Background: an optimization exercise with open tools, aiming at small area, a short achievable clock period and few clock cycles. Do not read the settings as production practice.
At most, simulation tests tie the RTL to the original design; equivalence was not proved.
Power is estimated from default activity; no workload was simulated.

Setup of the reference run:
Design read_bmap_row, start of the top module:
module read_bmap_row #(
    parameter int DATA_WIDTH  = 32,
    parameter int ADDR_WIDTH  = 32,
    parameter int PIXEL_WIDTH = 16,
    parameter int PIPE_LEN    = 7     
) (
    input  logic                   aclk,
    input  logic                   areset,
    input  logic                   req,
    input  logic [ADDR_WIDTH-1:0]  fb_base_in,
    input  logic [31:0]            wmod_in,
    input  logic [31:0]            xcur_in,
    input  logic [31:0]            ycur_in,
    input  logic [31:0]            hdx_in,
    input  logic [31:0]            hdy_in,
    input  logic [31:0]            cnt_in,
    output logic                   mem_req,
    output logic                   mem_we,
    output logic [ADDR_WIDTH-1:0]  mem_addr,
    output logic [DATA_WIDTH-1:0]  mem_wdata,
    input  logic [DATA_WIDTH-1:0]  mem_rdata,
    input  logic                   mem_resp,
    output logic [PIXEL_WIDTH-1:0] pixel,
    output logic                   pix_valid,
    input  logic                   pix_ready,
    output logic                   pix_last,
    output logic                   busy,
    output logic                   done
);
    localparam int AW = $clog2(PIPE_LEN);
    localparam int RN = PIPE_LEN - 1;        
    localparam int RW = $clog2(RN);
    logic        r_init;    
    logic        r_mac;     
    logic        r_slow;    
    logic        r_run;     
    logic        r_zero;    
    logic        r_drain;   
    logic        r_busy;
    logic        r_done;
    logic        r_mem_req;
    logic [31:0] r_x;       
    logic [31:0] r_y;       
    logic [31:0] r_hdx;
    logic [31:0] r_hdy;
    logic [31:0] r_w;       
    logic [31:0] r_p;       
    logic [31:0] r_r;       
    logic [31:0] r_cnt;     
    logic        r_last;    
    logic [16:0] r_m;       
    logic        r_mp;      
    logic        r_dp, r_dm;          
    logic        r_fast;              
    logic        r_fc, r_fco;         
    logic [31:0] r_opx;
    logic        r_inv;
    logic [PIXEL_WIDTH-1:0] r_od;     
    logic                   r_ov;     
    logic                   r_ol;     
    logic [PIXEL_WIDTH-1:0] r_dat [RN];
    logic [RW:0]            r_rp;     
  ...
==> flow/config.mk <==
export PLATFORM = sky130hd
export DESIGN_NAME = read_bmap_row
export DESIGN_NICKNAME = read_bmap_row
export VERILOG_FILES = /design/flow/design.v
export SDC_FILE = /design/flow/constraint.sdc
export NUM_CORES = 4
export LEC_CHECK = 0
export CAP_MARGIN = 20
export CORE_MARGIN = 2
export CORE_UTILIZATION = 65
export CTS_BUF_LIST = sky130_fd_sc_hd__clkbuf_8
export CTS_CLUSTER_DIAMETER = 60
export CTS_CLUSTER_SIZE = 16
export SETUP_SLACK_MARGIN = 4.6
export SLEW_MARGIN = 20
==> flow/constraint.sdc <==
create_clock -name core_clock -period 8.0 [get_ports {aclk}]
set_input_delay 1.6000 -clock core_clock [delete_from_list [all_inputs] [get_ports {aclk}]]
set_output_delay 1.6000 -clock core_clock [all_outputs]
set_load 0.01 [all_outputs]
standard.sh (not shown) runs the stock make flow with config.mk's settings and CLKGATE_MAP_FILE= SYNTH_SCRIPT=/design/flow/synth_recipe.tcl, a recipe that flattens the netlist after the stock synthesis.
==> flow/flow/run.sh <==
#!/bin/bash
# Standard layout, with the port buffers made of the smallest buffer cell.
export BUFFER_PORTS_ARGS="-buffer_cell sky130_fd_sc_hd__buf_1"
bash standard.sh > standard.log 2>&1
Testbench counts of the reference run, summed over its fixed seeds: cycles 30,202.
## Diff of input files: the trial run against the reference run
Settings: SETUP_SLACK_MARGIN changed from 4.6 to 4.5; ABC_AREA newly set to 1.
The run showing the greater instance area at placement is the trial run. When the trial run is set beside the reference run, its setup slack of the most critical reg-to-reg path turns out to be 0.11 ns larger. Changes observed in the trial run relative to the reference run: net load switching power increased by 2.8% relative to the old numbers, cell area after layout increased by 4.8% relative to the old numbers, area fraction in compound gates after synthesis decreased by 0.37 points relative to the old numbers, total power draw decreased by about 5% relative to the old numbers, number of filler instances in the final layout increased by 574 relative to the old numbers. Cmp the trial run and the reference run / aggregate routed wire length / lower: the reference run. Between the reference run and the trial run, share of synthesized area spent on multiplexers decreased.

---

Setup of v45:
Starting RTL as in the previous note.
==> flow/config.mk <==
export PLATFORM = sky130hd
export DESIGN_NAME = read_bmap_row
export DESIGN_NICKNAME = read_bmap_row
export VERILOG_FILES = /design/flow/design.v
export SDC_FILE = /design/flow/constraint.sdc
export NUM_CORES = 4
export LEC_CHECK = 0
export CAP_MARGIN = 20
export CORE_MARGIN = 2
export CORE_UTILIZATION = 65
export CTS_BUF_LIST = sky130_fd_sc_hd__clkbuf_8
export CTS_CLUSTER_DIAMETER = 60
export CTS_CLUSTER_SIZE = 16
export SETUP_SLACK_MARGIN = 4.8
export SLEW_MARGIN = 20
==> flow/constraint.sdc <==
create_clock -name core_clock -period 8.0 [get_ports {aclk}]
set_input_delay 1.6000 -clock core_clock [delete_from_list [all_inputs] [get_ports {aclk}]]
set_output_delay 1.6000 -clock core_clock [all_outputs]
set_load 0.01 [all_outputs]
Scripts as last shown in full above: flow/flow/run.sh
Testbench counts of v45, summed over its fixed seeds: cycles 30,202.
Inputs modified between v45 and v58:
- changing SLEW_MARGIN from 20 to 5
- changing SETUP_SLACK_MARGIN from 4.8 to 4.5
- changing CAP_MARGIN from 20 to 5
### Flow results
v58 vs v45 — clock-buffer cell count dropped by a little under 10%. v58 against v45; global-route wire length before repair is down by a few percent. Across both runs, core utilization was lower for v58 than for v45. v58 vs v45: transition at the pin with the smallest max-transition slack up in v58. Comparing v45 and v58, logic gate share of total power is higher on v45. Met1 usage in global routing | v58 above v45.
diff inputs: v58 => v21
- CAP_MARGIN: 5 -> 20
- SLEW_MARGIN: 5 -> 20
[summary]
- Reported for v21 and v58, worst path buffer plus inverter count turned out identical to the last digit.
- ~same multi-input gate area in the final layout in v21 and v58
- On area growth from synthesis to final layout, v21 and v58 are basically level.
- Re floorplan core area: no difference whatsoever between v58 and v21.
- ~same post-route fraction of the period consumed by the critical path in v21 and v58
- On routed wire length, v21 and v58 are neck and neck.
What v38 does differently from v21 at the input level:
- GPL_ROUTABILITY_DRIVEN now 0, previously not set
Notes after the runs:
Sort v21 and v38 by measured slew at the worst slew-check pin asc -> top: v38. From v38 to v21, port buffer count did not move at all. When v38 is set beside v21, its area growth from synthesis to final layout turns out to be 0.58 points larger. Sort v21 and v38 by path length in cells of the critical path, ascending, and v21 comes first. When v38 is measured against v21, its fraction of the cycle the final worst path needs turns out 1.3 points higher. | overall fraction of global-route tracks in use | v21 vs v38 | ≈ equal |. From v21 to v38 the numbers moved as follows: number of diodes added for antenna fixing moved down, via count level.

---

main:
read_bmap_row, a different RTL version from the one above (not shown whole).
For scale: about 3000 cells after synthesis, roughly 350 I/O pins, roughly 27000 sq um of cells after synthesis.
Settings: LEC_CHECK=0, ABC_AREA=1, CAP_MARGIN=20, CORE_MARGIN=2, CORE_UTILIZATION=40, SLEW_MARGIN=20; clock period 8.0 ns.
run.sh (not shown) runs the stock make flow with config.mk's settings and CLKGATE_MAP_FILE= SYNTH_SCRIPT=/design/flow/synth_recipe.tcl, a recipe that flattens the netlist after the stock synthesis.
Stock flow here: none of the scripts above is used.
Testbench counts of main, summed over its fixed seeds: cycles 30,306.
The following lists how the feature branch was set up differently from main:
- CTS_BUF_LIST newly set to sky130_fd_sc_hd__clkbuf_4 sky130_fd_sc_hd__clkbuf_8
- CORE_UTILIZATION changed from 40 to 65
- ABC_AREA removed (was 1)
--- outcome ---
- Die area (the feature branch over main): decrease, 28000 sq um
- Relative to main, detailed-route wire length on metal 1 decreased by about 26% in the feature branch.
- Relative to main, the fraction of power consumed by the clock network of the feature branch is lower by 5.1 points.
- main → the feature branch: CTS buffer count increased 23; largest driver fanout on the critical path lower; largest vdd supply drop shows an increase of about 40%.
- [compare] base=main new=the feature branch: via count has decreased, number of global-route vias before repair has decreased, aggregate routed wire length has decreased.
- Looking at detailed route wirelength on metal3 across main and the feature branch, the one that comes out lower is main.
- Fraction of standard cell area in multi-input logic was higher in the feature branch than in main.

---

wip/tundra:
read_bmap_row, a different RTL version from the one above (not shown whole).
For scale: roughly 440 flip-flops, about 350 I/O pins, ~25,000 um^2 of cells after synthesis.
Settings: LEC_CHECK=0, CAP_MARGIN=20, CORE_MARGIN=2, CORE_UTILIZATION=65, CTS_BUF_LIST=sky130_fd_sc_hd__clkbuf_8, CTS_CLUSTER_DIAMETER=60, CTS_CLUSTER_SIZE=16, SETUP_SLACK_MARGIN=4.5, SLEW_MARGIN=20; clock period 8.0 ns.
standard.sh (not shown) runs the stock make flow with config.mk's settings and CLKGATE_MAP_FILE= SYNTH_SCRIPT=/design/flow/synth_recipe.tcl, a recipe that flattens the netlist after the stock synthesis.
Scripts as last shown in full above: flow/flow/run.sh
wip/tundra ended with every stage complete and zero timing, DRC or antenna violations.
Inputs modified between wip/tundra and wip/harbor:
Settings: SETUP_SLACK_MARGIN changed from 4.5 to 4.7.
--- outcome ---
Est. power | wip/harbor vs wip/tundra | wip/harbor higher
wip/harbor ended up with a higher count of cell instances traversed by the critical path than wip/tundra did.
Taking wip/tundra as the reference, in wip/harbor first-pass GRT wire length stayed essentially flat, clock-buffer cell count rose by about 5%, worst path setup slack after routing fell by 0.0086 ns.
Function was not checked in any run of this note: the RTL went through the layout flow alone.

==> separate check: timing with driven ports <==
Ports are ideal in the flow. The routed layouts listed here were re-timed in OpenROAD. Step 1: set_driving_cell puts a clkbuf_16 on aclk and a buf_2 on each other input, an assumption about the parent block. Step 2, shift: input delay + t, output delay - t, t = (earliest + latest rising clock arrival at the registers) / 2. This alone moves slack from input paths to output paths. a / b / c = ideal ports / drivers / drivers and shift; a / b = the first two.
run | t (ns) | setup WS [ns] | worst slew at a driven data input, ns | cell pins on the clock port's net
the reference run | 0.689 | 4.612 / 4.604 / 3.934 | 0.10 | 1
the trial run | 0.706 | 4.638 / 4.607 / 3.963 | 0.10 | 1
v45 | 0.689 | 4.699 / 4.682 / 3.993 | 0.08 | 1
v58 | 0.689 | 4.614 / 4.561 / 3.953 | 0.10 | 1
v21 | 0.688 | 4.621 / 4.568 / 3.951 | 0.10 | 1
v38 | 0.696 | 4.521 / 4.534 / 3.838 | 0.10 | 1
main | 0.672 | 2.593 / 2.532 / 2.830 | 0.14 | 1
the feature branch | 0.679 | 2.795 / 2.795 / 2.795 | 0.10 | 1
wip/tundra | 0.674 | 4.359 / 4.359 / 3.749 | 0.09 | 1
wip/harbor | 0.682 | 4.351 / 4.351 / 4.080 | 0.08 | 1
After both steps every run listed still meets setup and hold. The setup slack of v45, which loses most, moves by -0.017 ns with the drivers and by -0.706 ns with both steps.
